This is an optimization exercise on Yosys and OpenROAD, whose aim is small area, a short achievable clock period and few clock cycles per item, not a production implementation.
The RTL was checked by simulation tests, not by an equivalence proof against the original design.
Power figures rest on the tool's default switching activity, not on a simulated workload.

**design/flow/design.v**
```verilog
`timescale 1ns/1ps
module AhbSlaveController
(
  input logic HCLK,
  input logic HRESET,
  input logic HSEL,
  input logic [31:0] HADDR,
  input logic [1:0] HTRANS,
  input logic HWRITE,
  input logic [2:0] HSIZE,
  input logic [2:0] HBURST,
  input logic HMASTLOCK,
  input logic HREADY,
  input logic [63:0] HWDATA,
  output logic [63:0] HRDATA,
  output logic HREADYOUT,
  output logic HRESP,
  output logic reqValid,
  output logic reqNext,
  output logic reqDir,
  output logic [63:0] reqKey1,
  output logic [63:0] reqKey2,
  output logic [63:0] reqKey3,
  input logic [2:0] keyBusy,
  input logic [2:0] keyBusyNext,
  input logic dataBusyNext,
  output logic resultDone,
  input logic resultValid,
  input logic resultValidNext,
  input logic resultNext,
  input logic [63:0] result0,
  input logic [63:0] result1
);
  localparam logic [31:0] Base = 32'hAAAAAAA0;
  logic [5:0] addrSel;
  logic [5:0] phaseSel;
  logic [6:0] readSel;
  logic illegal;
  logic transfer;
  logic phaseOk;
  logic phaseError;
  logic phaseWrite;
  logic errLate;
  logic writeNow;
  logic phaseOkNext;
  logic phaseErrorNext;
  logic phaseWriteNext;
  logic [5:0] phaseSelNext;
  logic readyNext;
  logic ready;
  logic [63:0] modeReg;
  logic [63:0] key1Reg;
  logic [63:0] key2Reg;
  logic [63:0] key3Reg;
  logic [63:0] dataReg;
  logic [63:0] readData;
  always_comb
    for (int i = 0; i < 6; i++)
      addrSel[i] = (HADDR == Base + 32'(8 * i));
  assign transfer = HSEL && HREADY && HTRANS[1];
  assign illegal = (HSIZE != 3'b011) || (HBURST != 3'b000) || HMASTLOCK ||
                   (addrSel == 6'd0) || (HWRITE && addrSel[5]);
  assign phaseOkNext = HREADY ? (transfer && !illegal) : phaseOk;
  assign phaseErrorNext = HREADY ? (transfer && illegal) : phaseError;
  assign phaseWriteNext = HREADY ? HWRITE : phaseWrite;
  assign phaseSelNext = HREADY ? addrSel : phaseSel;
  always_comb
  begin
    if (phaseErrorNext)
      readyNext = phaseError && !errLate;
    else if (phaseOkNext && phaseWriteNext)
      readyNext = !(|(phaseSelNext[3:1] & keyBusyNext)) && !(phaseSelNext[4] && dataBusyNext);
    else if (phaseOkNext && HREADY)
      readyNext = 1'b0;
    else if (phaseOkNext && phaseSel[5])
      readyNext = resultValid;
    else
      readyNext = 1'b1;
  end
  always_ff @(posedge HCLK, negedge HRESET)
  begin
    if (!HRESET)
    begin
      phaseOk <= 1'b0;
      phaseError <= 1'b0;
      errLate <= 1'b0;
      ready <= 1'b1;
      modeReg <= '0;
    end
    else
    begin
      errLate <= phaseError && !errLate;
      phaseOk <= phaseOkNext;
      phaseError <= phaseErrorNext;
      ready <= readyNext;
      if (writeNow && phaseSel[0])
        modeReg <= HWDATA;
    end
  end
  always_ff @(posedge HCLK)
  begin
    phaseWrite <= phaseWriteNext;
    phaseSel <= phaseSelNext;
    if (HREADY)
      readSel <= {addrSel[4:0], addrSel[5] && !resultNext, addrSel[5] && resultNext};
    if (writeNow && phaseSel[1])
      key1Reg <= HWDATA;
    if (writeNow && phaseSel[2])
      key2Reg <= HWDATA;
    if (writeNow && phaseSel[3])
      key3Reg <= HWDATA;
    if (writeNow && phaseSel[4])
      dataReg <= HWDATA;
  end
  assign HRESP = phaseError;
  assign HREADYOUT = ready;
  assign writeNow = phaseOk && phaseWrite && ready;
  assign resultDone = phaseOk && !phaseWrite && phaseSel[5] && ready;
  always_comb
  begin
    readData = '0;
    if (readSel[2]) readData = readData | modeReg;
    if (readSel[3]) readData = readData | key1Reg;
    if (readSel[4]) readData = readData | key2Reg;
    if (readSel[5]) readData = readData | key3Reg;
    if (readSel[6]) readData = readData | dataReg;
    if (readSel[1]) readData = readData | result0;
    if (readSel[0]) readData = readData | result1;
  end
  always_ff @(posedge HCLK)
    HRDATA <= readData;
  assign reqValid = phaseOk && phaseWrite && phaseSel[4] && ready;
  assign reqNext = phaseOkNext && phaseWriteNext && phaseSelNext[4];
  assign reqDir = modeReg[0];
  assign reqKey1 = key1Reg;
  assign reqKey2 = key2Reg;
  assign reqKey3 = key3Reg;
endmodule
`timescale 1ns/1ps
module TripleDesSequencer
(
  input logic HCLK,
  input logic HRESET,
  input logic reqValid,
  input logic reqNext,
  input logic [63:0] reqBlock,
  input logic reqDir,
  input logic [63:0] reqKey1,
  input logic [63:0] reqKey2,
  input logic [63:0] reqKey3,
  output logic [2:0] keyBusy,
  output logic [2:0] keyBusyNext,
  output logic dataBusyNext,
  input logic resultDone,
  output logic resultValid,
  output logic resultValidNext,
  output logic resultNext,
  output logic [63:0] result0,
  output logic [63:0] result1
);
  logic nxt;
  logic old;
  logic [1:0] busy;
  logic [1:0] start;
  logic [2:0] keyNeeded0;
  logic [2:0] keyNeeded1;
  logic [1:0] busyNext;
  logic [2:0] keyNeededNext0;
  logic [2:0] keyNeededNext1;
  logic nxtNext;
  logic [1:0] lastNext;
  logic [2:0] keyReq0;
  logic [2:0] keyReq1;
  logic [1:0] keyReqDec;
  logic [2:0] keySel;
  logic keyDec;
  logic [55:0] loadCd;
  assign nxtNext = nxt ^ reqValid;
  always_ff @(posedge HCLK, negedge HRESET)
  begin
    if (!HRESET)
    begin
      nxt <= 1'b0;
      old <= 1'b0;
      start <= 2'b00;
    end
    else
    begin
      start[0] <= reqNext && !dataBusyNext && !nxtNext;
      start[1] <= reqNext && !dataBusyNext && nxtNext;
      nxt <= nxtNext;
      if (resultDone)
        old <= !old;
    end
  end
  DesEngine engine0
  (
    .HCLK(HCLK),
    .HRESET(HRESET),
    .start(start[0]),
    .startDir(reqDir),
    .startBlock(reqBlock),
    .key1(reqKey1),
    .key2(reqKey2),
    .key3(reqKey3),
    .busy(busy[0]),
    .keyNeeded(keyNeeded0),
    .busyNext(busyNext[0]),
    .keyNeededNext(keyNeededNext0),
    .loadCdIn(loadCd),
    .keyReq(keyReq0),
    .keyReqDec(keyReqDec[0]),
    .lastNext(lastNext[0]),
    .result(result0)
  );
  DesEngine engine1
  (
    .HCLK(HCLK),
    .HRESET(HRESET),
    .start(start[1]),
    .startDir(reqDir),
    .startBlock(reqBlock),
    .key1(reqKey1),
    .key2(reqKey2),
    .key3(reqKey3),
    .busy(busy[1]),
    .keyNeeded(keyNeeded1),
    .busyNext(busyNext[1]),
    .keyNeededNext(keyNeededNext1),
    .loadCdIn(loadCd),
    .keyReq(keyReq1),
    .keyReqDec(keyReqDec[1]),
    .lastNext(lastNext[1]),
    .result(result1)
  );
  always_comb
  begin
    if (|start)
    begin
      keySel = reqDir ? 3'b100 : 3'b001;
      keyDec = reqDir;
    end
    else
    begin
      keySel = keyReq0 | keyReq1;
      keyDec = |keyReqDec;
    end
  end
  DesKeyLoad keyLoad
  (
    .key1(reqKey1),
    .key2(reqKey2),
    .key3(reqKey3),
    .keySel(keySel),
    .dec(keyDec),
    .loadCd(loadCd)
  );
  assign dataBusyNext = nxtNext ? lastNext[0] : lastNext[1];
  assign keyBusy = keyNeeded0 | keyNeeded1;
  assign resultValid = !busy[old];
  assign resultNext = old ^ resultDone;
  assign keyBusyNext = keyNeededNext0 | keyNeededNext1;
  assign resultValidNext = !busyNext[resultNext];
endmodule
`timescale 1ns/1ps
module DesEngine
(
  input logic HCLK,
  input logic HRESET,
  input logic start,
  input logic startDir,
  input logic [63:0] startBlock,
  input logic [63:0] key1,
  input logic [63:0] key2,
  input logic [63:0] key3,
  output logic busy,
  output logic [2:0] keyNeeded,
  input logic [55:0] loadCdIn,
  output logic [2:0] keyReq,
  output logic keyReqDec,
  output logic lastNext,
  output logic busyNext,
  output logic [2:0] keyNeededNext,
  output logic [63:0] result
);
  logic [1:0] pass;
  logic [3:0] cyc;
  logic dir;
  logic [63:0] data;
  logic [55:0] cd;
  logic passEnd;
  logic last;
  logic pdir;
  logic [55:0] loadCd;
  logic [55:0] nextCd;
  logic [63:0] roundOut;
  logic [63:0] swapped;
  logic [55:0] kk0;
  logic [47:0] sk0;
  function automatic logic [3:0] sbox1(input logic [5:0] x);
    case (x)
      6'd0: sbox1 = 4'd14;
      6'd1: sbox1 = 4'd0;
      6'd2: sbox1 = 4'd4;
      6'd3: sbox1 = 4'd15;
      6'd4: sbox1 = 4'd13;
      6'd5: sbox1 = 4'd7;
      6'd6: sbox1 = 4'd1;
      6'd7: sbox1 = 4'd4;
      6'd8: sbox1 = 4'd2;
      6'd9: sbox1 = 4'd14;
      6'd10: sbox1 = 4'd15;
      6'd11: sbox1 = 4'd2;
      6'd12: sbox1 = 4'd11;
      6'd13: sbox1 = 4'd13;
      6'd14: sbox1 = 4'd8;
      6'd15: sbox1 = 4'd1;
      6'd16: sbox1 = 4'd3;
      6'd17: sbox1 = 4'd10;
      6'd18: sbox1 = 4'd10;
      6'd19: sbox1 = 4'd6;
      6'd20: sbox1 = 4'd6;
      6'd21: sbox1 = 4'd12;
      6'd22: sbox1 = 4'd12;
      6'd23: sbox1 = 4'd11;
      6'd24: sbox1 = 4'd5;
      6'd25: sbox1 = 4'd9;
      6'd26: sbox1 = 4'd9;
      6'd27: sbox1 = 4'd5;
      6'd28: sbox1 = 4'd0;
      6'd29: sbox1 = 4'd3;
      6'd30: sbox1 = 4'd7;
      6'd31: sbox1 = 4'd8;
      6'd32: sbox1 = 4'd4;
      6'd33: sbox1 = 4'd15;
      6'd34: sbox1 = 4'd1;
      6'd35: sbox1 = 4'd12;
      6'd36: sbox1 = 4'd14;
      6'd37: sbox1 = 4'd8;
      6'd38: sbox1 = 4'd8;
      6'd39: sbox1 = 4'd2;
      6'd40: sbox1 = 4'd13;
      6'd41: sbox1 = 4'd4;
      6'd42: sbox1 = 4'd6;
      6'd43: sbox1 = 4'd9;
      6'd44: sbox1 = 4'd2;
      6'd45: sbox1 = 4'd1;
      6'd46: sbox1 = 4'd11;
      6'd47: sbox1 = 4'd7;
      6'd48: sbox1 = 4'd15;
      6'd49: sbox1 = 4'd5;
      6'd50: sbox1 = 4'd12;
      6'd51: sbox1 = 4'd11;
      6'd52: sbox1 = 4'd9;
      6'd53: sbox1 = 4'd3;
      6'd54: sbox1 = 4'd7;
      6'd55: sbox1 = 4'd14;
      6'd56: sbox1 = 4'd3;
      6'd57: sbox1 = 4'd10;
      6'd58: sbox1 = 4'd10;
      6'd59: sbox1 = 4'd0;
      6'd60: sbox1 = 4'd5;
      6'd61: sbox1 = 4'd6;
      6'd62: sbox1 = 4'd0;
      6'd63: sbox1 = 4'd13;
    endcase
  endfunction
  function automatic logic [3:0] sbox2(input logic [5:0] x);
    case (x)
      6'd0: sbox2 = 4'd15;
      6'd1: sbox2 = 4'd3;
      6'd2: sbox2 = 4'd1;
      6'd3: sbox2 = 4'd13;
      6'd4: sbox2 = 4'd8;
      6'd5: sbox2 = 4'd4;
      6'd6: sbox2 = 4'd14;
      6'd7: sbox2 = 4'd7;
      6'd8: sbox2 = 4'd6;
      6'd9: sbox2 = 4'd15;
      6'd10: sbox2 = 4'd11;
      6'd11: sbox2 = 4'd2;
      6'd12: sbox2 = 4'd3;
      6'd13: sbox2 = 4'd8;
      6'd14: sbox2 = 4'd4;
      6'd15: sbox2 = 4'd14;
      6'd16: sbox2 = 4'd9;
      6'd17: sbox2 = 4'd12;
      6'd18: sbox2 = 4'd7;
      6'd19: sbox2 = 4'd0;
      6'd20: sbox2 = 4'd2;
      6'd21: sbox2 = 4'd1;
      6'd22: sbox2 = 4'd13;
      6'd23: sbox2 = 4'd10;
      6'd24: sbox2 = 4'd12;
      6'd25: sbox2 = 4'd6;
      6'd26: sbox2 = 4'd0;
      6'd27: sbox2 = 4'd9;
      6'd28: sbox2 = 4'd5;
      6'd29: sbox2 = 4'd11;
      6'd30: sbox2 = 4'd10;
      6'd31: sbox2 = 4'd5;
      6'd32: sbox2 = 4'd0;
      6'd33: sbox2 = 4'd13;
      6'd34: sbox2 = 4'd14;
      6'd35: sbox2 = 4'd8;
      6'd36: sbox2 = 4'd7;
      6'd37: sbox2 = 4'd10;
      6'd38: sbox2 = 4'd11;
      6'd39: sbox2 = 4'd1;
      6'd40: sbox2 = 4'd10;
      6'd41: sbox2 = 4'd3;
      6'd42: sbox2 = 4'd4;
      6'd43: sbox2 = 4'd15;
      6'd44: sbox2 = 4'd13;
      6'd45: sbox2 = 4'd4;
      6'd46: sbox2 = 4'd1;
      6'd47: sbox2 = 4'd2;
      6'd48: sbox2 = 4'd5;
      6'd49: sbox2 = 4'd11;
      6'd50: sbox2 = 4'd8;
      6'd51: sbox2 = 4'd6;
      6'd52: sbox2 = 4'd12;
      6'd53: sbox2 = 4'd7;
      6'd54: sbox2 = 4'd6;
      6'd55: sbox2 = 4'd12;
      6'd56: sbox2 = 4'd9;
      6'd57: sbox2 = 4'd0;
      6'd58: sbox2 = 4'd3;
      6'd59: sbox2 = 4'd5;
      6'd60: sbox2 = 4'd2;
      6'd61: sbox2 = 4'd14;
      6'd62: sbox2 = 4'd15;
      6'd63: sbox2 = 4'd9;
    endcase
  endfunction
  function automatic logic [3:0] sbox3(input logic [5:0] x);
    case (x)
      6'd0: sbox3 = 4'd10;
      6'd1: sbox3 = 4'd13;
      6'd2: sbox3 = 4'd0;
      6'd3: sbox3 = 4'd7;
      6'd4: sbox3 = 4'd9;
      6'd5: sbox3 = 4'd0;
      6'd6: sbox3 = 4'd14;
      6'd7: sbox3 = 4'd9;
      6'd8: sbox3 = 4'd6;
      6'd9: sbox3 = 4'd3;
      6'd10: sbox3 = 4'd3;
      6'd11: sbox3 = 4'd4;
      6'd12: sbox3 = 4'd15;
      6'd13: sbox3 = 4'd6;
      6'd14: sbox3 = 4'd5;
      6'd15: sbox3 = 4'd10;
      6'd16: sbox3 = 4'd1;
      6'd17: sbox3 = 4'd2;
      6'd18: sbox3 = 4'd13;
      6'd19: sbox3 = 4'd8;
      6'd20: sbox3 = 4'd12;
      6'd21: sbox3 = 4'd5;
      6'd22: sbox3 = 4'd7;
      6'd23: sbox3 = 4'd14;
      6'd24: sbox3 = 4'd11;
      6'd25: sbox3 = 4'd12;
      6'd26: sbox3 = 4'd4;
      6'd27: sbox3 = 4'd11;
      6'd28: sbox3 = 4'd2;
      6'd29: sbox3 = 4'd15;
      6'd30: sbox3 = 4'd8;
      6'd31: sbox3 = 4'd1;
      6'd32: sbox3 = 4'd13;
      6'd33: sbox3 = 4'd1;
      6'd34: sbox3 = 4'd6;
      6'd35: sbox3 = 4'd10;
      6'd36: sbox3 = 4'd4;
      6'd37: sbox3 = 4'd13;
      6'd38: sbox3 = 4'd9;
      6'd39: sbox3 = 4'd0;
      6'd40: sbox3 = 4'd8;
      6'd41: sbox3 = 4'd6;
      6'd42: sbox3 = 4'd15;
      6'd43: sbox3 = 4'd9;
      6'd44: sbox3 = 4'd3;
      6'd45: sbox3 = 4'd8;
      6'd46: sbox3 = 4'd0;
      6'd47: sbox3 = 4'd7;
      6'd48: sbox3 = 4'd11;
      6'd49: sbox3 = 4'd4;
      6'd50: sbox3 = 4'd1;
      6'd51: sbox3 = 4'd15;
      6'd52: sbox3 = 4'd2;
      6'd53: sbox3 = 4'd14;
      6'd54: sbox3 = 4'd12;
      6'd55: sbox3 = 4'd3;
      6'd56: sbox3 = 4'd5;
      6'd57: sbox3 = 4'd11;
      6'd58: sbox3 = 4'd10;
      6'd59: sbox3 = 4'd5;
      6'd60: sbox3 = 4'd14;
      6'd61: sbox3 = 4'd2;
      6'd62: sbox3 = 4'd7;
      6'd63: sbox3 = 4'd12;
    endcase
  endfunction
  function automatic logic [3:0] sbox4(input logic [5:0] x);
    case (x)
      6'd0: sbox4 = 4'd7;
      6'd1: sbox4 = 4'd13;
      6'd2: sbox4 = 4'd13;
      6'd3: sbox4 = 4'd8;
      6'd4: sbox4 = 4'd14;
      6'd5: sbox4 = 4'd11;
      6'd6: sbox4 = 4'd3;
      6'd7: sbox4 = 4'd5;
      6'd8: sbox4 = 4'd0;
      6'd9: sbox4 = 4'd6;
      6'd10: sbox4 = 4'd6;
      6'd11: sbox4 = 4'd15;
      6'd12: sbox4 = 4'd9;
      6'd13: sbox4 = 4'd0;
      6'd14: sbox4 = 4'd10;
      6'd15: sbox4 = 4'd3;
      6'd16: sbox4 = 4'd1;
      6'd17: sbox4 = 4'd4;
      6'd18: sbox4 = 4'd2;
      6'd19: sbox4 = 4'd7;
      6'd20: sbox4 = 4'd8;
      6'd21: sbox4 = 4'd2;
      6'd22: sbox4 = 4'd5;
      6'd23: sbox4 = 4'd12;
      6'd24: sbox4 = 4'd11;
      6'd25: sbox4 = 4'd1;
      6'd26: sbox4 = 4'd12;
      6'd27: sbox4 = 4'd10;
      6'd28: sbox4 = 4'd4;
      6'd29: sbox4 = 4'd14;
      6'd30: sbox4 = 4'd15;
      6'd31: sbox4 = 4'd9;
      6'd32: sbox4 = 4'd10;
      6'd33: sbox4 = 4'd3;
      6'd34: sbox4 = 4'd6;
      6'd35: sbox4 = 4'd15;
      6'd36: sbox4 = 4'd9;
      6'd37: sbox4 = 4'd0;
      6'd38: sbox4 = 4'd0;
      6'd39: sbox4 = 4'd6;
      6'd40: sbox4 = 4'd12;
      6'd41: sbox4 = 4'd10;
      6'd42: sbox4 = 4'd11;
      6'd43: sbox4 = 4'd1;
      6'd44: sbox4 = 4'd7;
      6'd45: sbox4 = 4'd13;
      6'd46: sbox4 = 4'd13;
      6'd47: sbox4 = 4'd8;
      6'd48: sbox4 = 4'd15;
      6'd49: sbox4 = 4'd9;
      6'd50: sbox4 = 4'd1;
      6'd51: sbox4 = 4'd4;
      6'd52: sbox4 = 4'd3;
      6'd53: sbox4 = 4'd5;
      6'd54: sbox4 = 4'd14;
      6'd55: sbox4 = 4'd11;
      6'd56: sbox4 = 4'd5;
      6'd57: sbox4 = 4'd12;
      6'd58: sbox4 = 4'd2;
      6'd59: sbox4 = 4'd7;
      6'd60: sbox4 = 4'd8;
      6'd61: sbox4 = 4'd2;
      6'd62: sbox4 = 4'd4;
      6'd63: sbox4 = 4'd14;
    endcase
  endfunction
  function automatic logic [3:0] sbox5(input logic [5:0] x);
    case (x)
      6'd0: sbox5 = 4'd2;
      6'd1: sbox5 = 4'd14;
      6'd2: sbox5 = 4'd12;
      6'd3: sbox5 = 4'd11;
      6'd4: sbox5 = 4'd4;
      6'd5: sbox5 = 4'd2;
      6'd6: sbox5 = 4'd1;
      6'd7: sbox5 = 4'd12;
      6'd8: sbox5 = 4'd7;
      6'd9: sbox5 = 4'd4;
      6'd10: sbox5 = 4'd10;
      6'd11: sbox5 = 4'd7;
      6'd12: sbox5 = 4'd11;
      6'd13: sbox5 = 4'd13;
      6'd14: sbox5 = 4'd6;
      6'd15: sbox5 = 4'd1;
      6'd16: sbox5 = 4'd8;
      6'd17: sbox5 = 4'd5;
      6'd18: sbox5 = 4'd5;
      6'd19: sbox5 = 4'd0;
      6'd20: sbox5 = 4'd3;
      6'd21: sbox5 = 4'd15;
      6'd22: sbox5 = 4'd15;
      6'd23: sbox5 = 4'd10;
      6'd24: sbox5 = 4'd13;
      6'd25: sbox5 = 4'd3;
      6'd26: sbox5 = 4'd0;
      6'd27: sbox5 = 4'd9;
      6'd28: sbox5 = 4'd14;
      6'd29: sbox5 = 4'd8;
      6'd30: sbox5 = 4'd9;
      6'd31: sbox5 = 4'd6;
      6'd32: sbox5 = 4'd4;
      6'd33: sbox5 = 4'd11;
      6'd34: sbox5 = 4'd2;
      6'd35: sbox5 = 4'd8;
      6'd36: sbox5 = 4'd1;
      6'd37: sbox5 = 4'd12;
      6'd38: sbox5 = 4'd11;
      6'd39: sbox5 = 4'd7;
      6'd40: sbox5 = 4'd10;
      6'd41: sbox5 = 4'd1;
      6'd42: sbox5 = 4'd13;
      6'd43: sbox5 = 4'd14;
      6'd44: sbox5 = 4'd7;
      6'd45: sbox5 = 4'd2;
      6'd46: sbox5 = 4'd8;
      6'd47: sbox5 = 4'd13;
      6'd48: sbox5 = 4'd15;
      6'd49: sbox5 = 4'd6;
      6'd50: sbox5 = 4'd9;
      6'd51: sbox5 = 4'd15;
      6'd52: sbox5 = 4'd12;
      6'd53: sbox5 = 4'd0;
      6'd54: sbox5 = 4'd5;
      6'd55: sbox5 = 4'd9;
      6'd56: sbox5 = 4'd6;
      6'd57: sbox5 = 4'd10;
      6'd58: sbox5 = 4'd3;
      6'd59: sbox5 = 4'd4;
      6'd60: sbox5 = 4'd0;
      6'd61: sbox5 = 4'd5;
      6'd62: sbox5 = 4'd14;
      6'd63: sbox5 = 4'd3;
    endcase
  endfunction
  function automatic logic [3:0] sbox6(input logic [5:0] x);
    case (x)
      6'd0: sbox6 = 4'd12;
      6'd1: sbox6 = 4'd10;
      6'd2: sbox6 = 4'd1;
      6'd3: sbox6 = 4'd15;
      6'd4: sbox6 = 4'd10;
      6'd5: sbox6 = 4'd4;
      6'd6: sbox6 = 4'd15;
      6'd7: sbox6 = 4'd2;
      6'd8: sbox6 = 4'd9;
      6'd9: sbox6 = 4'd7;
      6'd10: sbox6 = 4'd2;
      6'd11: sbox6 = 4'd12;
      6'd12: sbox6 = 4'd6;
      6'd13: sbox6 = 4'd9;
      6'd14: sbox6 = 4'd8;
      6'd15: sbox6 = 4'd5;
      6'd16: sbox6 = 4'd0;
      6'd17: sbox6 = 4'd6;
      6'd18: sbox6 = 4'd13;
      6'd19: sbox6 = 4'd1;
      6'd20: sbox6 = 4'd3;
      6'd21: sbox6 = 4'd13;
      6'd22: sbox6 = 4'd4;
      6'd23: sbox6 = 4'd14;
      6'd24: sbox6 = 4'd14;
      6'd25: sbox6 = 4'd0;
      6'd26: sbox6 = 4'd7;
      6'd27: sbox6 = 4'd11;
      6'd28: sbox6 = 4'd5;
      6'd29: sbox6 = 4'd3;
      6'd30: sbox6 = 4'd11;
      6'd31: sbox6 = 4'd8;
      6'd32: sbox6 = 4'd9;
      6'd33: sbox6 = 4'd4;
      6'd34: sbox6 = 4'd14;
      6'd35: sbox6 = 4'd3;
      6'd36: sbox6 = 4'd15;
      6'd37: sbox6 = 4'd2;
      6'd38: sbox6 = 4'd5;
      6'd39: sbox6 = 4'd12;
      6'd40: sbox6 = 4'd2;
      6'd41: sbox6 = 4'd9;
      6'd42: sbox6 = 4'd8;
      6'd43: sbox6 = 4'd5;
      6'd44: sbox6 = 4'd12;
      6'd45: sbox6 = 4'd15;
      6'd46: sbox6 = 4'd3;
      6'd47: sbox6 = 4'd10;
      6'd48: sbox6 = 4'd7;
      6'd49: sbox6 = 4'd11;
      6'd50: sbox6 = 4'd0;
      6'd51: sbox6 = 4'd14;
      6'd52: sbox6 = 4'd4;
      6'd53: sbox6 = 4'd1;
      6'd54: sbox6 = 4'd10;
      6'd55: sbox6 = 4'd7;
      6'd56: sbox6 = 4'd1;
      6'd57: sbox6 = 4'd6;
      6'd58: sbox6 = 4'd13;
      6'd59: sbox6 = 4'd0;
      6'd60: sbox6 = 4'd11;
      6'd61: sbox6 = 4'd8;
      6'd62: sbox6 = 4'd6;
      6'd63: sbox6 = 4'd13;
    endcase
  endfunction
  function automatic logic [3:0] sbox7(input logic [5:0] x);
    case (x)
      6'd0: sbox7 = 4'd4;
      6'd1: sbox7 = 4'd13;
      6'd2: sbox7 = 4'd11;
      6'd3: sbox7 = 4'd0;
      6'd4: sbox7 = 4'd2;
      6'd5: sbox7 = 4'd11;
      6'd6: sbox7 = 4'd14;
      6'd7: sbox7 = 4'd7;
      6'd8: sbox7 = 4'd15;
      6'd9: sbox7 = 4'd4;
      6'd10: sbox7 = 4'd0;
      6'd11: sbox7 = 4'd9;
      6'd12: sbox7 = 4'd8;
      6'd13: sbox7 = 4'd1;
      6'd14: sbox7 = 4'd13;
      6'd15: sbox7 = 4'd10;
      6'd16: sbox7 = 4'd3;
      6'd17: sbox7 = 4'd14;
      6'd18: sbox7 = 4'd12;
      6'd19: sbox7 = 4'd3;
      6'd20: sbox7 = 4'd9;
      6'd21: sbox7 = 4'd5;
      6'd22: sbox7 = 4'd7;
      6'd23: sbox7 = 4'd12;
      6'd24: sbox7 = 4'd5;
      6'd25: sbox7 = 4'd2;
      6'd26: sbox7 = 4'd10;
      6'd27: sbox7 = 4'd15;
      6'd28: sbox7 = 4'd6;
      6'd29: sbox7 = 4'd8;
      6'd30: sbox7 = 4'd1;
      6'd31: sbox7 = 4'd6;
      6'd32: sbox7 = 4'd1;
      6'd33: sbox7 = 4'd6;
      6'd34: sbox7 = 4'd4;
      6'd35: sbox7 = 4'd11;
      6'd36: sbox7 = 4'd11;
      6'd37: sbox7 = 4'd13;
      6'd38: sbox7 = 4'd13;
      6'd39: sbox7 = 4'd8;
      6'd40: sbox7 = 4'd12;
      6'd41: sbox7 = 4'd1;
      6'd42: sbox7 = 4'd3;
      6'd43: sbox7 = 4'd4;
      6'd44: sbox7 = 4'd7;
      6'd45: sbox7 = 4'd10;
      6'd46: sbox7 = 4'd14;
      6'd47: sbox7 = 4'd7;
      6'd48: sbox7 = 4'd10;
      6'd49: sbox7 = 4'd9;
      6'd50: sbox7 = 4'd15;
      6'd51: sbox7 = 4'd5;
      6'd52: sbox7 = 4'd6;
      6'd53: sbox7 = 4'd0;
      6'd54: sbox7 = 4'd8;
      6'd55: sbox7 = 4'd15;
      6'd56: sbox7 = 4'd0;
      6'd57: sbox7 = 4'd14;
      6'd58: sbox7 = 4'd5;
      6'd59: sbox7 = 4'd2;
      6'd60: sbox7 = 4'd9;
      6'd61: sbox7 = 4'd3;
      6'd62: sbox7 = 4'd2;
      6'd63: sbox7 = 4'd12;
    endcase
  endfunction
  function automatic logic [3:0] sbox8(input logic [5:0] x);
    case (x)
      6'd0: sbox8 = 4'd13;
      6'd1: sbox8 = 4'd1;
      6'd2: sbox8 = 4'd2;
      6'd3: sbox8 = 4'd15;
      6'd4: sbox8 = 4'd8;
      6'd5: sbox8 = 4'd13;
      6'd6: sbox8 = 4'd4;
      6'd7: sbox8 = 4'd8;
      6'd8: sbox8 = 4'd6;
      6'd9: sbox8 = 4'd10;
      6'd10: sbox8 = 4'd15;
      6'd11: sbox8 = 4'd3;
      6'd12: sbox8 = 4'd11;
      6'd13: sbox8 = 4'd7;
      6'd14: sbox8 = 4'd1;
      6'd15: sbox8 = 4'd4;
      6'd16: sbox8 = 4'd10;
      6'd17: sbox8 = 4'd12;
      6'd18: sbox8 = 4'd9;
      6'd19: sbox8 = 4'd5;
      6'd20: sbox8 = 4'd3;
      6'd21: sbox8 = 4'd6;
      6'd22: sbox8 = 4'd14;
      6'd23: sbox8 = 4'd11;
      6'd24: sbox8 = 4'd5;
      6'd25: sbox8 = 4'd0;
      6'd26: sbox8 = 4'd0;
      6'd27: sbox8 = 4'd14;
      6'd28: sbox8 = 4'd12;
      6'd29: sbox8 = 4'd9;
      6'd30: sbox8 = 4'd7;
      6'd31: sbox8 = 4'd2;
      6'd32: sbox8 = 4'd7;
      6'd33: sbox8 = 4'd2;
      6'd34: sbox8 = 4'd11;
      6'd35: sbox8 = 4'd1;
      6'd36: sbox8 = 4'd4;
      6'd37: sbox8 = 4'd14;
      6'd38: sbox8 = 4'd1;
      6'd39: sbox8 = 4'd7;
      6'd40: sbox8 = 4'd9;
      6'd41: sbox8 = 4'd4;
      6'd42: sbox8 = 4'd12;
      6'd43: sbox8 = 4'd10;
      6'd44: sbox8 = 4'd14;
      6'd45: sbox8 = 4'd8;
      6'd46: sbox8 = 4'd2;
      6'd47: sbox8 = 4'd13;
      6'd48: sbox8 = 4'd0;
      6'd49: sbox8 = 4'd15;
      6'd50: sbox8 = 4'd6;
      6'd51: sbox8 = 4'd12;
      6'd52: sbox8 = 4'd10;
      6'd53: sbox8 = 4'd9;
      6'd54: sbox8 = 4'd13;
      6'd55: sbox8 = 4'd0;
      6'd56: sbox8 = 4'd15;
      6'd57: sbox8 = 4'd3;
      6'd58: sbox8 = 4'd3;
      6'd59: sbox8 = 4'd5;
      6'd60: sbox8 = 4'd5;
      6'd61: sbox8 = 4'd6;
      6'd62: sbox8 = 4'd8;
      6'd63: sbox8 = 4'd11;
    endcase
  endfunction
  function automatic logic [31:0] feistel(input logic [31:0] r, input logic [47:0] k);
    logic [47:0] x;
    logic [31:0] s;
    x = {r[0], r[31], r[30], r[29], r[28], r[27], r[28], r[27], r[26], r[25], r[24], r[23], r[24], r[23], r[22], r[21], r[20], r[19], r[20], r[19], r[18], r[17], r[16], r[15], r[16], r[15], r[14], r[13], r[12], r[11], r[12], r[11], r[10], r[9], r[8], r[7], r[8], r[7], r[6], r[5], r[4], r[3], r[4], r[3], r[2], r[1], r[0], r[31]} ^ k;
    s[31:28] = sbox1(x[47:42]);
    s[27:24] = sbox2(x[41:36]);
    s[23:20] = sbox3(x[35:30]);
    s[19:16] = sbox4(x[29:24]);
    s[15:12] = sbox5(x[23:18]);
    s[11:8] = sbox6(x[17:12]);
    s[7:4] = sbox7(x[11:6]);
    s[3:0] = sbox8(x[5:0]);
    feistel = {s[16], s[25], s[12], s[11], s[3], s[20], s[4], s[15], s[31], s[17], s[9], s[6], s[27], s[14], s[1], s[22], s[30], s[24], s[8], s[18], s[0], s[5], s[29], s[23], s[13], s[19], s[2], s[26], s[10], s[21], s[28], s[7]};
  endfunction
  assign passEnd = last;
  assign pdir = dir ^ (pass == 2'd1);
  assign kk0 = cd;
  assign sk0 = {kk0[42], kk0[39], kk0[45], kk0[32], kk0[55], kk0[51], kk0[53], kk0[28], kk0[41], kk0[50], kk0[35], kk0[46], kk0[33], kk0[37], kk0[44], kk0[52], kk0[30], kk0[48], kk0[40], kk0[49], kk0[29], kk0[36], kk0[43], kk0[54], kk0[15], kk0[4], kk0[25], kk0[19], kk0[9], kk0[1], kk0[26], kk0[16], kk0[5], kk0[11], kk0[23], kk0[8], kk0[12], kk0[7], kk0[17], kk0[0], kk0[22], kk0[3], kk0[10], kk0[14], kk0[6], kk0[20], kk0[27], kk0[24]};
  logic [31:0] f0;
  logic swapSel;
  assign f0 = feistel(data[31:0], sk0);
  assign roundOut = {data[31:0], data[63:32] ^ f0};
  assign swapped = {data[63:32] ^ (f0 & {32{busy}}), data[31:0]};
  assign keyReq = !passEnd ? 3'b000 : (pass == 2'd0) ? 3'b010 : (dir ? 3'b001 : 3'b100);
  assign keyReqDec = passEnd && ((pass == 2'd0) ? !dir : dir);
  assign loadCd = loadCdIn;
  always_comb
  begin
    case ({pdir, cyc})
      {1'b0, 4'd0}, {1'b0, 4'd7}, {1'b0, 4'd14}: nextCd = {cd[54:28], cd[55:55], cd[26:0], cd[27:27]};
      {1'b0, 4'd1}, {1'b0, 4'd2}, {1'b0, 4'd3}, {1'b0, 4'd4}, {1'b0, 4'd5}, {1'b0, 4'd6}, {1'b0, 4'd8}, {1'b0, 4'd9}, {1'b0, 4'd10}, {1'b0, 4'd11}, {1'b0, 4'd12}, {1'b0, 4'd13}: nextCd = {cd[53:28], cd[55:54], cd[25:0], cd[27:26]};
      {1'b1, 4'd1}, {1'b1, 4'd2}, {1'b1, 4'd3}, {1'b1, 4'd4}, {1'b1, 4'd5}, {1'b1, 4'd6}, {1'b1, 4'd8}, {1'b1, 4'd9}, {1'b1, 4'd10}, {1'b1, 4'd11}, {1'b1, 4'd12}, {1'b1, 4'd13}: nextCd = {cd[29:28], cd[55:30], cd[1:0], cd[27:2]};
      default: nextCd = {cd[28:28], cd[55:29], cd[0:0], cd[27:1]};
    endcase
  end
  logic [1:0] passNext;
  logic [3:0] cycNext;
  logic dirNext;
  always_comb
  begin
    busyNext = busy;
    passNext = pass;
    cycNext = cyc;
    lastNext = last;
    dirNext = dir;
    if (start)
    begin
      busyNext = 1'b1;
      passNext = 2'd0;
      cycNext = 4'd0;
      lastNext = 1'b0;
      dirNext = startDir;
    end
    else if (busy)
    begin
      cycNext = cyc + 4'd1;
      lastNext = (cyc == 4'd14);
      if (passEnd)
      begin
        passNext = pass + 2'd1;
        busyNext = (pass != 2'd2);
      end
    end
  end
  assign keyNeededNext[1] = busyNext && passNext == 2'd0 && !lastNext;
  assign keyNeededNext[0] = busyNext && dirNext && passNext != 2'd2 && !(passNext == 2'd1 && lastNext);
  assign keyNeededNext[2] = busyNext && !dirNext && passNext != 2'd2 && !(passNext == 2'd1 && lastNext);
  always_ff @(posedge HCLK, negedge HRESET)
  begin
    if (!HRESET)
    begin
      busy <= 1'b0;
      pass <= 2'd0;
      cyc <= 4'd0;
      last <= 1'b0;
      keyNeeded <= 3'd0;
      swapSel <= 1'b1;
    end
    else
    begin
      swapSel <= lastNext || !busyNext;
      busy <= busyNext;
      pass <= passNext;
      cyc <= cycNext;
      last <= lastNext;
      keyNeeded <= keyNeededNext;
    end
  end
  always_ff @(posedge HCLK)
  begin
    dir <= dirNext;
    if (start)
    begin
      data <= {startBlock[6], startBlock[14], startBlock[22], startBlock[30], startBlock[38], startBlock[46], startBlock[54], startBlock[62], startBlock[4], startBlock[12], startBlock[20], startBlock[28], startBlock[36], startBlock[44], startBlock[52], startBlock[60], startBlock[2], startBlock[10], startBlock[18], startBlock[26], startBlock[34], startBlock[42], startBlock[50], startBlock[58], startBlock[0], startBlock[8], startBlock[16], startBlock[24], startBlock[32], startBlock[40], startBlock[48], startBlock[56], startBlock[7], startBlock[15], startBlock[23], startBlock[31], startBlock[39], startBlock[47], startBlock[55], startBlock[63], startBlock[5], startBlock[13], startBlock[21], startBlock[29], startBlock[37], startBlock[45], startBlock[53], startBlock[61], startBlock[3], startBlock[11], startBlock[19], startBlock[27], startBlock[35], startBlock[43], startBlock[51], startBlock[59], startBlock[1], startBlock[9], startBlock[17], startBlock[25], startBlock[33], startBlock[41], startBlock[49], startBlock[57]};
    end
    else
      data <= swapSel ? swapped : roundOut;
    if (start || (passEnd))
      cd <= loadCd;
    else
      cd <= nextCd;
  end
  assign result = {data[24], data[56], data[16], data[48], data[8], data[40], data[0], data[32], data[25], data[57], data[17], data[49], data[9], data[41], data[1], data[33], data[26], data[58], data[18], data[50], data[10], data[42], data[2], data[34], data[27], data[59], data[19], data[51], data[11], data[43], data[3], data[35], data[28], data[60], data[20], data[52], data[12], data[44], data[4], data[36], data[29], data[61], data[21], data[53], data[13], data[45], data[5], data[37], data[30], data[62], data[22], data[54], data[14], data[46], data[6], data[38], data[31], data[63], data[23], data[55], data[15], data[47], data[7], data[39]};
endmodule
module DesKeyLoad
(
  input logic [63:0] key1,
  input logic [63:0] key2,
  input logic [63:0] key3,
  input logic [2:0] keySel,
  input logic dec,
  output logic [55:0] loadCd
);
  logic [63:0] key;
  logic [55:0] pc1Key;
  always_comb
  begin
    key = '0;
    if (keySel[0]) key = key | key1;
    if (keySel[1]) key = key | key2;
    if (keySel[2]) key = key | key3;
  end
  assign pc1Key = {key[7], key[15], key[23], key[31], key[39], key[47], key[55], key[63], key[6], key[14], key[22], key[30], key[38], key[46], key[54], key[62], key[5], key[13], key[21], key[29], key[37], key[45], key[53], key[61], key[4], key[12], key[20], key[28], key[1], key[9], key[17], key[25], key[33], key[41], key[49], key[57], key[2], key[10], key[18], key[26], key[34], key[42], key[50], key[58], key[3], key[11], key[19], key[27], key[35], key[43], key[51], key[59], key[36], key[44], key[52], key[60]};
  assign loadCd = dec ? pc1Key : {pc1Key[54:28], pc1Key[55:55], pc1Key[26:0], pc1Key[27:27]};
endmodule
`timescale 1ns/1ps
module TripleDesTop
(
  input logic HCLK,
  input logic HRESET,
  input logic HSEL,
  input logic [31:0] HADDR,
  input logic [1:0] HTRANS,
  input logic HWRITE,
  input logic [2:0] HSIZE,
  input logic [2:0] HBURST,
  input logic HMASTLOCK,
  input logic HREADY,
  input logic [63:0] HWDATA,
  output logic [63:0] HRDATA,
  output logic HREADYOUT,
  output logic HRESP
);
  logic reqValid;
  logic reqNext;
  logic reqDir;
  logic [63:0] reqKey1;
  logic [63:0] reqKey2;
  logic [63:0] reqKey3;
  logic [2:0] keyBusy;
  logic [2:0] keyBusyNext;
  logic dataBusyNext;
  logic resultValidNext;
  logic resultDone;
  logic resultValid;
  logic resultNext;
  logic [63:0] result0;
  logic [63:0] result1;
  AhbSlaveController controller
  (
    .HCLK(HCLK),
    .HRESET(HRESET),
    .HSEL(HSEL),
    .HADDR(HADDR),
    .HTRANS(HTRANS),
    .HWRITE(HWRITE),
    .HSIZE(HSIZE),
    .HBURST(HBURST),
    .HMASTLOCK(HMASTLOCK),
    .HREADY(HREADY),
    .HWDATA(HWDATA),
    .HRDATA(HRDATA),
    .HREADYOUT(HREADYOUT),
    .HRESP(HRESP),
    .reqValid(reqValid),
    .reqNext(reqNext),
    .reqDir(reqDir),
    .reqKey1(reqKey1),
    .reqKey2(reqKey2),
    .reqKey3(reqKey3),
    .keyBusy(keyBusy),
    .keyBusyNext(keyBusyNext),
    .dataBusyNext(dataBusyNext),
    .resultDone(resultDone),
    .resultValid(resultValid),
    .resultValidNext(resultValidNext),
    .resultNext(resultNext),
    .result0(result0),
    .result1(result1)
  );
  TripleDesSequencer sequencer
  (
    .HCLK(HCLK),
    .HRESET(HRESET),
    .reqValid(reqValid),
    .reqNext(reqNext),
    .reqBlock(HWDATA),
    .reqDir(reqDir),
    .reqKey1(reqKey1),
    .reqKey2(reqKey2),
    .reqKey3(reqKey3),
    .keyBusy(keyBusy),
    .keyBusyNext(keyBusyNext),
    .dataBusyNext(dataBusyNext),
    .resultDone(resultDone),
    .resultValid(resultValid),
    .resultValidNext(resultValidNext),
    .resultNext(resultNext),
    .result0(result0),
    .result1(result1)
  );
endmodule
```
**design/flow/run.sh**
```bash
#!/bin/bash
# synth_recipe.tcl (not shown) runs the flow's synth.tcl, then flattens the netlist and writes it again
# the make line also repeats each setting of config.mk as NAME=value (left out here)
make -C /OpenROAD-flow-scripts/flow DESIGN_CONFIG=/design/flow/config.mk WORK_HOME=/design/flow/orfs CLKGATE_MAP_FILE= SYNTH_SCRIPT=/design/flow/synth_recipe.tcl finish
```
**design/flow/config.mk**
```make
export PLATFORM = sky130hd
export DESIGN_NAME = TripleDesTop
export DESIGN_NICKNAME = TripleDesTop
export VERILOG_FILES = /design/flow/design.v
export SDC_FILE = /design/flow/constraint.sdc
export NUM_CORES = 4
export LEC_CHECK = 0
export CAP_MARGIN = 20
export CORE_MARGIN = 2
export CORE_UTILIZATION = 30
export SETUP_SLACK_MARGIN = 4.0
export SLEW_MARGIN = 20
```
**design/flow/constraint.sdc**
```tcl
create_clock -name core_clock -period 7.0 [get_ports {HCLK}]
set_input_delay 1.4000 -clock core_clock [delete_from_list [all_inputs] [get_ports {HCLK}]]
set_output_delay 1.4000 -clock core_clock [all_outputs]
set_load 0.01 [all_outputs]
```
==> results.sh, run 1 <==
export IMPL_synth_nets=4245
export IMPL_syn_avg_cell_area_um2=10.4
export IMPL_syn_area_mm2=0.0415
export IMPL_synth_distinct_cells=94
export IMPL_p_per_area_mw_per_mm2=171
export IMPL_drive_gt1_frac=0.213
export IMPL_grt_pass1_vias=33600
export IMPL_cp_num_buf_inv=2
export IMPL_antenna_found_initial=11
export IMPL_ff2ff_setup_slack_ns=3.94
export IMPL_synth_edf_count=328
export IMPL_yosys_warnings=4
export IMPL_clk_latency_ns=0.69
export IMPL_netlist_instances=4006
export IMPL_status="finished clean"
export IMPL_period_needed_ns=3.06
export IMPL_io_buffers=174
export IMPL_mostFrequentLayoutCell="nand2_1"
export IMPL_overflow=0
export IMPL_wl_um=163000
export IMPL_finalCritPeriodShare=0.438
export IMPL_relSlewSlack=0.240
export IMPL_drt_initial_drc_count=5316
export IMPL_start_util=0.302
export IMPL_dpl_hpwl_um=107000
export IMPL_finalClockSkew_ns=0.0379
export IMPL_die_w_um=376
export IMPL_dieArea_mm2=0.141
export IMPL_synth_seq_area_share=0.411
export IMPL_final_nets=4385
export IMPL_synthArstFlopShare=0.135
export IMPL_tightest_slew_ns=1.14
export IMPL_drtPass1Iterations=10
export IMPL_grt_max_degree=104
export IMPL_post_dp_cell_area_mm2=0.0448
export IMPL_crit_arrival_ns=3.56
export IMPL_slew_viol_final=0
export IMPL_p_leak_nw=18.3
export IMPL_viasPerCell=6.07
export IMPL_path_cells="xor2_4 > buf_6 > clkinvlp_4 > ha_4 > or2_4 > mux4_2 > mux4_2 > xnor2_2 > o31ai_2"
export IMPL_coreArea_mm2=0.137
export IMPL_gp_congestion=0.938
export IMPL_io_pins=176
export IMPL_cts_tree="built"
export IMPL_route_detailed_drc=0
export IMPL_grt_pass1_wl_um=234000
export IMPL_htree_levels=3
export IMPL_cts_inserted_buffers=73
export IMPL_layout_cells_non_filler=6003
export IMPL_hold_class="flop to flop"
export IMPL_cap_violations=0
export IMPL_critPathSlowestCell="mux4_2"
export IMPL_synth_seq_cells=665
export IMPL_clk_path_buf_depth=3
export IMPL_syn_to_final_growth_pct=21.5
export IMPL_hold_ws_ns=0.404
export IMPL_rsz0062_at_grt="yes"
export IMPL_dp_cells=5699
export IMPL_final_core_util=0.367
export IMPL_layout_common_cells="nand2_1, edfxtp_1, dfxtp_1"
export IMPL_hold_violations=0
export IMPL_end_kind="flop"
export IMPL_crit_type="flop to flop"
export IMPL_synth_ff_type="edfxtp_1"
export IMPL_critPathMaxStageDelay_ns=0.62
export IMPL_dieHeight_um=376
export IMPL_crit_path_frequent_cell="mux4_2"
export IMPL_crit_family="multiplexers"
export IMPL_wire_per_inst_um=27.1
export IMPL_grt_use_total=0.220
export IMPL_clk_pin_slew_worst_paths_ns=0.06
export IMPL_max_freq_ghz=0.326
export IMPL_cp_required_ns=7.50
export IMPL_fin_area_mm2=0.0504
export IMPL_worstPathMaxFanout=3
export IMPL_num_vias=36400
export IMPL_setup_violations=0
export IMPL_cp_start_kind="flop"
export IMPL_root_buffer="clkbuf_16"
export IMPL_cts_sinks=665
export IMPL_irDropWorstVdd_mv=0.146
export IMPL_num_rows=136
export IMPL_finalSetupTns_ns=0
export IMPL_antenna_left=0
## Yosys cell counts, drive strengths merged, types with 5 or more instances
master     n  share of area
xnor2    136          0.032
nor3      79         0.0095
inv      115          0.011
nor2     185          0.017
edfxtp   328           0.24
a311oi    20         0.0042
o221ai     8         0.0017
a31oi     59         0.0089
o22ai     11         0.0017
a311o      5         0.0012
a221oi   122          0.026
xor2     140          0.034
o311ai     8         0.0017
a22o      31         0.0065
buf       96          0.011
nor2b      5        0.00075
o21bai     5        0.00090
a22oi    171          0.031
nand4     11         0.0017
nand3    134          0.016
o211ai    37         0.0067
a211o     12         0.0025
nand2b     7         0.0011
mux2     222          0.060
a21o      10         0.0018
and2       6        0.00090
ha       129          0.039
nand2    431          0.039
or3       42         0.0063
a21oi    133          0.016
a211oi    42         0.0076
a2111oi   13         0.0029
mux4      82          0.045
dfrtp     87          0.052
mux2i    200          0.048
a222oi   120          0.029
o2111ai    9         0.0019
o21ai     98          0.012
nor4       7         0.0011
o31ai     72          0.014
and3       5        0.00075
dfxtp    247           0.12
clkbuf   254          0.024
## registers in the layout, summed over array words and instances, names as in the netlist, 4 cells and up
name,count
controller.key2Reg,64
sequencer.engine1.cyc,4
sequencer.engine1.cd,56
controller.key1Reg,64
sequencer.engine0.data,64
controller.readSel,7
controller.key3Reg,64
controller.dataReg,64
sequencer.engine0.cd,56
controller.modeReg,64
sequencer.engine0.cyc,4
controller.phaseSel,5
controller.HRDATA,64
sequencer.engine1.data,64
## power by group
group	switching, mW	internal [mW]
sequential	0.0420	4.14
clock	1.75	2.30
combinational	0.219	0.153
total	2.01	6.60
## stage by stage
stage / worst slack [ns] / total power, mW
floorplan: 4.01 / 4.38
global placement: 3.06 / 4.63
detailed placement: 3.03 / 4.63
CTS: 3.88 / 8.62
global route: 3.90 / 8.80
finish: 3.94 / 8.60
## metal layers
metal	global-route usage	wire (µm)
met1	0.303	65100
met2	0.332	70600
met3	0.0540	19900
met4	0.0844	6900
met5	0	66
## final timing paths
| path | startpoint | endpoint | cells past startpoint |
|---|---|---|---|
| max | sequencer.engine1.data[7]$_DFFE_PP_ | sequencer.engine1.data[21]$_DFFE_PP_ | 9 |
| min | controller.errLate$_DFF_PN0_ | controller.errLate$_DFF_PN0_ | 1 |
| max reg2reg | sequencer.engine1.data[7]$_DFFE_PP_ | sequencer.engine1.data[21]$_DFFE_PP_ | 9 |
| min reg2reg | controller.errLate$_DFF_PN0_ | controller.errLate$_DFF_PN0_ | 1 |
| max in group asynchronous | HRESET | sequencer.start[0]$_DFF_PN0_ | 2 |
| min in group asynchronous | HRESET | sequencer.engine1.last$_DFF_PN0_ | 1 |
## area by class of cell
class / count / area, µm²
fill: 13300 / 86900
multi-input combinational: 2873 / 24400
timing repair buffer: 417 / 3830
tap: 1794 / 2240
antenna: 2 / 5.00
sequential: 665 / 17100
clock buffer: 101 / 2060
inverter: 116 / 459
clock inverter: 35 / 385
## logic make-up (layout without fill, tap and decap cells)
group,Yosys count,in the layout,share of synthesized area
AOI/OAI and AO/OA,1028,1028,0.187
xor gates and xnor gates,277,277,0.0658
adders and majority gates,129,129,0.0389
buffers and inverters,468,669,0.0459
DFF,665,665,0.411
muxes,504,504,0.154
other,0,2,0
and+or+nand+nor,935,935,0.0985
## what timing repair did
item                                    in CTS  in global routing
gates resized for setup                    176                115
pin swaps                                   40                 48
hold buffers                                 0                  0
cloned                                       0                  0
setup buffers                              102                 64
endpoints found under the setup margin     246                203
Testbench counts, summed over its fixed seeds: cycles 8,400, items 320.
==> run 2, diff against run 1 <==
--- a/design/flow/config.mk
+++ b/design/flow/config.mk
@@ -9,4 +9,4 @@
 export CORE_MARGIN = 2
 export CORE_UTILIZATION = 30
-export SETUP_SLACK_MARGIN = 4.0
+export SETUP_SLACK_MARGIN = 5
 export SLEW_MARGIN = 20
==> run 2 against run 1 <==
Against the previous run:
- still clean
- first-iteration DRC count rose by 12%
- die area did not move
- setup slack got worse by 0.0056 ns
- core utilization rose by 6.6 points
- combinational power rose by 2%
- critical path depth did not move
- clock power rose by 6.7%
- global-route usage rose by 2.8 points
- sequential power barely moved
- maximum frequency fell by 0.18%
- routed wire length rose by 14%
- largest cell class unchanged
- largest power group is now the clock network
- highest routed layer unchanged
==> results.sh, run 2 <==
export IMPL_setup_violations=0
export IMPL_grt_pass1_wl_um=262000
export IMPL_r2r_cells=9
export IMPL_wire_per_inst_um=28.6
export IMPL_antenna_left=0
export IMPL_io_buffers=174
export IMPL_dieArea_mm2=0.141
export IMPL_hold_class="flop to flop"
export IMPL_p_leak_nw=22.3
export IMPL_layout_common_cells="buf_4, nand2_1, edfxtp_1"
export IMPL_drive_gt1_frac=0.412
export IMPL_drtPass1Iterations=10
export IMPL_cts_inserted_buffers=81
export IMPL_hold_depth=1
export IMPL_clk_pin_slew_worst_paths_ns=0.06
export IMPL_antenna_found_initial=20
export IMPL_hold_violations=0
export IMPL_mostFrequentLayoutCell="buf_4"
export IMPL_yosys_warnings=4
export IMPL_finalSetupTns_ns=0
export IMPL_critPathLaunch="sequencer.engine0.data[7]$_DFFE_PP_"
export IMPL_synth_top_area_cell="edfxtp_1"
export IMPL_r2r_end="sequencer.engine0.data[21]$_DFFE_PP_"
export IMPL_register_area_mm2=0.0172
export IMPL_crit_type="flop to flop"
export IMPL_synth_edf_count=328
export IMPL_dpl_hpwl_um=106000
export IMPL_gp_congestion=0.923
export IMPL_cp_start_kind="flop"
export IMPL_grt_pass1_vias=37400
export IMPL_finalClockSkew_ns=0.0522
export IMPL_status="finished clean"
export IMPL_clk_path_buf_depth=3
export IMPL_cap_violations=0
export IMPL_clk_latency_ns=0.73
export IMPL_num_rows=136
export IMPL_p_per_area_mw_per_mm2=149
export IMPL_syn_area_mm2=0.0415
export IMPL_holdBufCountCts=0
export IMPL_num_vias=39400
export IMPL_overflow=0
export IMPL_crit_arrival_ns=3.48
export IMPL_synth_top_cell_area_share=0.237
export IMPL_slew_viol_final=0
export IMPL_multi_input_area_mm2=0.0280
export IMPL_io_pins=176
export IMPL_max_freq_ghz=0.326
export IMPL_synthTopCellsByCount="nand2_1, edfxtp_1, dfxtp_1"
export IMPL_r2r_start="sequencer.engine0.data[7]$_DFFE_PP_"
export IMPL_synth_nets=4245
export IMPL_synth_ff_type="edfxtp_1"
export IMPL_cts_sinks=665
export IMPL_syn_avg_cell_area_um2=10.4
export IMPL_tightest_slew_ns=1.08
export IMPL_viasPerCell=6.09
export IMPL_yosys_cell_count_top_type="nand2_1"
export IMPL_rsz0062_at_grt="yes"
export IMPL_end_kind="flop"
export IMPL_synthArstFlopShare=0.135
export IMPL_cp_required_ns=7.41
export IMPL_route_detailed_drc=0
export IMPL_grt_use_total=0.248
export IMPL_die_w_um=376
export IMPL_relSlewSlack=0.275
export IMPL_final_nets=4845
export IMPL_htree_levels=3
export IMPL_wl_um=185000
export IMPL_finalPower_mw=8.89
export IMPL_synthTopCellsByArea="edfxtp_1, dfxtp_1, mux2_2, dfrtp_1, mux2i_1"
export IMPL_n_fill_cell=12300
export IMPL_synth_seq_cells=665
export IMPL_synth_distinct_cells=94
export IMPL_drt_initial_drc_count=5939
export IMPL_grt_max_degree=86
export IMPL_crit_path_end="sequencer.engine0.data[21]$_DFFE_PP_"
export IMPL_ff2ff_setup_slack_ns=3.93
export IMPL_irDropWorstVdd_mv=0.213
export IMPL_netlist_instances=4006
export IMPL_finalCritPeriodShare=0.439
export IMPL_start_util=0.302
export IMPL_synth_seq_area_share=0.411
export IMPL_coreArea_mm2=0.137
export IMPL_period_needed_ns=3.07
export IMPL_worstPathMaxFanout=4
export IMPL_syn_to_final_growth_pct=43.4
export IMPL_cts_tree="built"
export IMPL_dieHeight_um=376
export IMPL_root_buffer="clkbuf_16"
run 2: cell counts after synthesis:
No cell type changed its count.
run 2: area by class of cell:
class / count / share of cell area
Sequential cell: 665 / 0.288
Tap cell: 1794 / 0.0377
Multi-Input combinational cell: 2885 / 0.470
Inverter: 116 / 0.0101
Clock inverter: 43 / 0.00778
Timing Repair Buffer: 857 / 0.149
Antenna cell: 1 / 0.0000420
Clock buffer: 109 / 0.0370
run 2: metrics by stage:
| step | setup slack [ns] | utilization | std cells | instance area (µm²) | hold slack (ns) |
|---|---|---|---|---|---|
| final | 3.93 | 0.433 | 6470 | 59500 | 0.408 |
| after global routing | 3.85 | 0.433 | 6469 | 59500 | 0.432 |
| after CTS | 3.97 | 0.418 | 6359 | 57300 | 0.411 |
| after detailed placement | 3.09 | 0.339 | 5700 | 46500 | 0.402 |
| after global placement | 3.14 | 0.339 | 5700 | 46500 | 0.397 |
| after floorplan | 4.22 | - | 4006 | 43700 | 0.385 |
run 2: worst min-delay path by stage:
| stage | slack [ns] | endpoint | from |
|---|---|---|---|
| 2_1_floorplan | 0.38 | controller.errLate$_DFF_PN0_ | controller.errLate$_DFF_PN0_ |
| 6_report | 0.41 | controller.errLate$_DFF_PN0_ | controller.errLate$_DFF_PN0_ |
| 5_1_grt | 0.43 | controller.errLate$_DFF_PN0_ | controller.errLate$_DFF_PN0_ |
| 3_3_place_gp | 0.40 | controller.errLate$_DFF_PN0_ | controller.errLate$_DFF_PN0_ |
| 3_5_place_dp | 0.40 | controller.errLate$_DFF_PN0_ | controller.errLate$_DFF_PN0_ |
| 4_1_cts | 0.41 | controller.errLate$_DFF_PN0_ | controller.errLate$_DFF_PN0_ |
run 2: timing repair:
| action | in CTS | in global routing |
|---|---|---|
| gates cloned | 35 | 4 |
| endpoints found under the setup margin | 653 | 380 |
| resized for setup | 1171 | 302 |
| buffers inserted | 472 | 106 |
| pin swaps | 304 | 179 |
run 2: logic make-up after synthesis:
family	Yosys count	share of synthesized area
xor+xnor	277	0.0658
mux	504	0.154
buf+inv	468	0.0459
fa+ha+maj	129	0.0389
flops	665	0.411
simple gates	935	0.0985
compound gates	1028	0.187
run 2: power by group:
part           internal [mW]  switching [mW]  leakage (nW)  total [mW]
registers               4.14          0.0399          6.05        4.18
clock network           2.46            1.86          1.30        4.32
logic                  0.158           0.223          14.9       0.381
total                   6.77            2.12          22.3        8.89
run 2: critical path: stages (launching register included):
cell and delay [ns]:
edfxtp_1 0.43, buf_12 0.17, xor2_4 0.27, inv_4 0.09
ha_4 0.17, or2_4 0.24, mux4_2 0.44, mux4_2 0.67
xnor2_1 0.22, o31ai_1 0.08
run 2: layer usage:
layer	up-vias	track usage	wire length, µm
li1	16600	-	-
met2	2569	0.362	78300
met3	544	0.0737	23600
met1	19700	0.329	71600
met5	-	0	135
met4	24	0.136	11500
==> run 3, diff against run 2 <==
--- a/design/flow/config.mk
+++ b/design/flow/config.mk
@@ -9,4 +9,5 @@
 export CORE_MARGIN = 2
 export CORE_UTILIZATION = 30
-export SETUP_SLACK_MARGIN = 5
+export CTS_BUF_LIST = sky130_fd_sc_hd__clkbuf_8
+export SETUP_SLACK_MARGIN = 3.3
 export SLEW_MARGIN = 20
==> run 3 against run 2 <==
Against the previous run:
- sequential power hardly changed
- routed wire length is 14% lower
- area after synthesis stayed put
- design area is 21% lower
- synthesized cell count stayed put
- critical endpoint is now sequencer.engine0.data[15]$_DFFE_PP_
- power is 9.7% lower
- largest power group is now sequential cells
==> results.sh, run 3 <==
export IMPL_status="finished clean"
export IMPL_drive_gt1_frac=0.157
export IMPL_antenna_found_initial=12
export IMPL_die_w_um=376
export IMPL_r2r_cells=9
export IMPL_hold_depth=1
export IMPL_combPwrFrac=0.046
export IMPL_pwr_share_clk=0.432
export IMPL_grt_max_degree=109
export IMPL_final_nets=4263
export IMPL_cap_violations=0
export IMPL_hold_ws_ns=0.403
export IMPL_hold_class="flop to flop"
export IMPL_htree_levels=3
export IMPL_synth_seq_cells=665
export IMPL_end_kind="flop"
export IMPL_cts_tree="built"
export IMPL_p_per_area_mw_per_mm2=170
export IMPL_viasPerCell=6.04
export IMPL_syn_to_final_growth_pct=13.9
export IMPL_finalSetupTns_ns=0
export IMPL_clk_path_buf_depth=3
export IMPL_num_rows=136
export IMPL_grt_pass1_vias=32900
export IMPL_yosys_warnings=4
export IMPL_grt_use_total=0.216
export IMPL_drtPass1Iterations=9
export IMPL_synth_distinct_cells=94
export IMPL_rsz0062_at_grt="no"
export IMPL_worstPathMaxFanout=6
export IMPL_mostFrequentLayoutCell="nand2_1"
export IMPL_dpl_hpwl_um=106000
export IMPL_holdCritStartpoint="controller.errLate$_DFF_PN0_"
export IMPL_root_buffer="clkbuf_8"
export IMPL_max_freq_ghz=0.274
export IMPL_whs_endpoint="controller.errLate$_DFF_PN0_"
export IMPL_ff2ff_setup_slack_ns=3.35
export IMPL_p_switching_mw=1.98
export IMPL_netlist_instances=4006
export IMPL_synth_seq_area_share=0.411
export IMPL_post_dp_cell_area_mm2=0.0448
export IMPL_synthArstFlopShare=0.135
export IMPL_synth_edf_count=328
export IMPL_hold_violations=0
export IMPL_synth_nets=4245
export IMPL_crit_arrival_ns=4.16
export IMPL_gp_congestion=0.924
export IMPL_tightest_slew_ns=1.20
export IMPL_period_needed_ns=3.65
export IMPL_cp_start_kind="flop"
export IMPL_cp_required_ns=7.51
export IMPL_irDropWorstVdd_mv=0.165
export IMPL_synthTopCellsByCount="nand2_1, edfxtp_1, dfxtp_1"
export IMPL_io_buffers=174
export IMPL_drt_initial_drc_count=5460
export IMPL_relSlewSlack=0.197
export IMPL_cts_inserted_buffers=109
export IMPL_synth_ff_type="edfxtp_1"
export IMPL_route_detailed_drc=0
export IMPL_grt_pass1_wl_um=229000
export IMPL_sw_frac_of_total=0.246
export IMPL_synth_top_area_cell="edfxtp_1"
export IMPL_synthTopCellsByArea="edfxtp_1, dfxtp_1, mux2_2, dfrtp_1, mux2i_1"
export IMPL_slew_viol_final=0
export IMPL_dieArea_mm2=0.141
export IMPL_wl_um=158000
export IMPL_overflow=0
export IMPL_finalClockSkew_ns=0.0516
export IMPL_r2r_start="sequencer.engine0.data[28]$_DFFE_PP_"
export IMPL_setup_violations=0
export IMPL_fin_area_mm2=0.0473
export IMPL_finalCritPeriodShare=0.522
export IMPL_wire_per_inst_um=26.8
export IMPL_yosys_cell_count_top_type="nand2_1"
export IMPL_power_internal_mw=6.05
export IMPL_finalPower_mw=8.03
export IMPL_synth_top_cell_area_share=0.237
export IMPL_num_vias=35800
export IMPL_syn_area_mm2=0.0415
export IMPL_clk_pin_slew_worst_paths_ns=0.07
export IMPL_r2r_end="sequencer.engine0.data[15]$_DFFE_PP_"
export IMPL_clk_latency_ns=0.82
export IMPL_cts_sinks=665
export IMPL_antenna_left=0
export IMPL_crit_type="flop to flop"
export IMPL_p_leak_nw=17.3
export IMPL_dieHeight_um=376
export IMPL_p_seq_frac=0.522
export IMPL_holdBufCountCts=0
export IMPL_start_util=0.302
export IMPL_layout_common_cells="nand2_1, edfxtp_1, dfxtp_1"
export IMPL_io_pins=176
export IMPL_coreArea_mm2=0.137
export IMPL_syn_avg_cell_area_um2=10.4
[run 3: cell counts after synthesis]
Identical to the previous run, type by type.
[run 3: layer usage]
layer  share of wire  vias to the layer above  GRT usage  routed length (µm)
li1                -                    15400          -                   -
met1            0.41                    17800      0.301               65000
met2            0.43                     2322      0.321               68200
met3            0.12                      292     0.0548               19300
met4           0.036                        6     0.0769                5640
met5          0.0011                        -          0                 176
[run 3: what timing repair did]
action                                  4_1_cts  5_1_grt
pin swaps                                     0        1
setup buffers                                 0        0
resized for setup                             7       15
endpoints found under the setup margin       47       30
[run 3: worst max-delay path: stages, from the launching register on]
cell and delay (ns):
edfxtp_1 0.51, xor2_1 0.80, inv_1 0.33, ha_1 0.32, mux4_2 0.45, nand2_1 0.08
o211ai_1 0.13, o21ai_1 0.46, xor2_1 0.22, o31ai_1 0.08
[run 3: cells by family (layout without fill, tap and decap cells)]
family | after synthesis | count (layout) | synth area share
other cells | 0 | 6 | 0
fa+ha+maj | 129 | 129 | 0.0389
xor+xnor | 277 | 277 | 0.0658
flops | 665 | 665 | 0.411
compound gates | 1028 | 1028 | 0.187
buf+inv | 468 | 580 | 0.0459
simple gates | 935 | 935 | 0.0985
mux | 504 | 504 | 0.154
[run 3: through the flow]
stage	util	cells	worst slack (ns)
floorplan	-	4006	3.89
global placement	0.327	5703	3.06
detailed placement	0.327	5703	3.04
CTS	0.343	5908	3.30
global route	0.344	5916	3.30
finish	0.344	5918	3.35
[run 3: cell type report]
type                    instances  area [µm²]
diodes                          6        15.0
clock buffers                 129        1780
clock inverters                76         390
fillers                     13700       90100
inverters                     116         444
multi-input cells            2873       23000
flip-flops and latches        665       17100
well taps                    1794        2240
repair buffers                259        2390
[run 3: worst max path at each step]
| stage | from | end | slack, ns | cells after the start |
|---|---|---|---|---|
| floorplan | sequencer.engine1.data[7]$_DFFE_PP_ | sequencer.engine1.data[21]$_DFFE_PP_ | 3.89 | 8 |
| global placement | sequencer.engine1.data[27]$_DFFE_PP_ | sequencer.engine1.data[9]$_DFFE_PP_ | 3.06 | 9 |
| detailed placement | HREADY | controller.ready$_DFF_PN1_ | 3.04 | 7 |
| CTS | sequencer.engine0.data[27]$_DFFE_PP_ | sequencer.engine0.data[15]$_DFFE_PP_ | 3.30 | 9 |
| global route | sequencer.engine1.data[3]$_DFFE_PP_ | sequencer.engine1.data[20]$_DFFE_PP_ | 3.30 | 8 |
| finish | sequencer.engine0.data[28]$_DFFE_PP_ | sequencer.engine0.data[15]$_DFFE_PP_ | 3.35 | 9 |
[run 3: power groups by stage]
stage	Clock [mW]	Sequential, mW	Combinational (mW)
2_1_floorplan	0	4.26	0.124
3_3_place_gp	0	4.27	0.362
3_5_place_dp	0	4.27	0.364
4_1_cts	3.50	4.19	0.366
5_1_grt	3.67	4.19	0.390
6_report	3.47	4.19	0.372

## afterwards: timing with drivers on the ports
The results above use ideal ports. As a check the final layouts listed here were re-extracted and re-timed, cells and wires unchanged.
Step 1: set_driving_cell puts a clkbuf_16 on HCLK and a buf_2 on each other input, an assumption about the parent block.
Step 2 adds t to the input delays and takes it off the output delays; t is the mean of the earliest and latest rising clock arrival at the registers after step 1. Input paths then give back, and output paths get back, about the clock's delay inside the block.
Slacks: no drivers / after step 1 / after step 2; pairs: no drivers / after step 1.
| run | shift t [ns] | setup WS [ns] | worst hold slack (ns) | clock arrival spread, ns | worst data-port slew with drivers (ns) |
|---|---|---|---|---|---|
| run 1 | 0.738 | 3.935 / 3.935 / 3.369 | 0.404 / 0.404 / 0.404 | 0.039 / 0.039 | 0.23 |
| run 2 | 0.781 | 3.930 / 3.930 / 3.916 | 0.408 / 0.408 / 0.408 | 0.053 / 0.052 | 0.24 |
| run 3 | 0.869 | 3.347 / 3.347 / 3.027 | 0.403 / 0.403 / 0.403 | 0.052 / 0.052 | 0.21 |
After both steps every run listed still meets setup and hold. The setup slack of run 1, which loses most, moves by 0.000 ns with the drivers and by -0.566 ns with both steps.
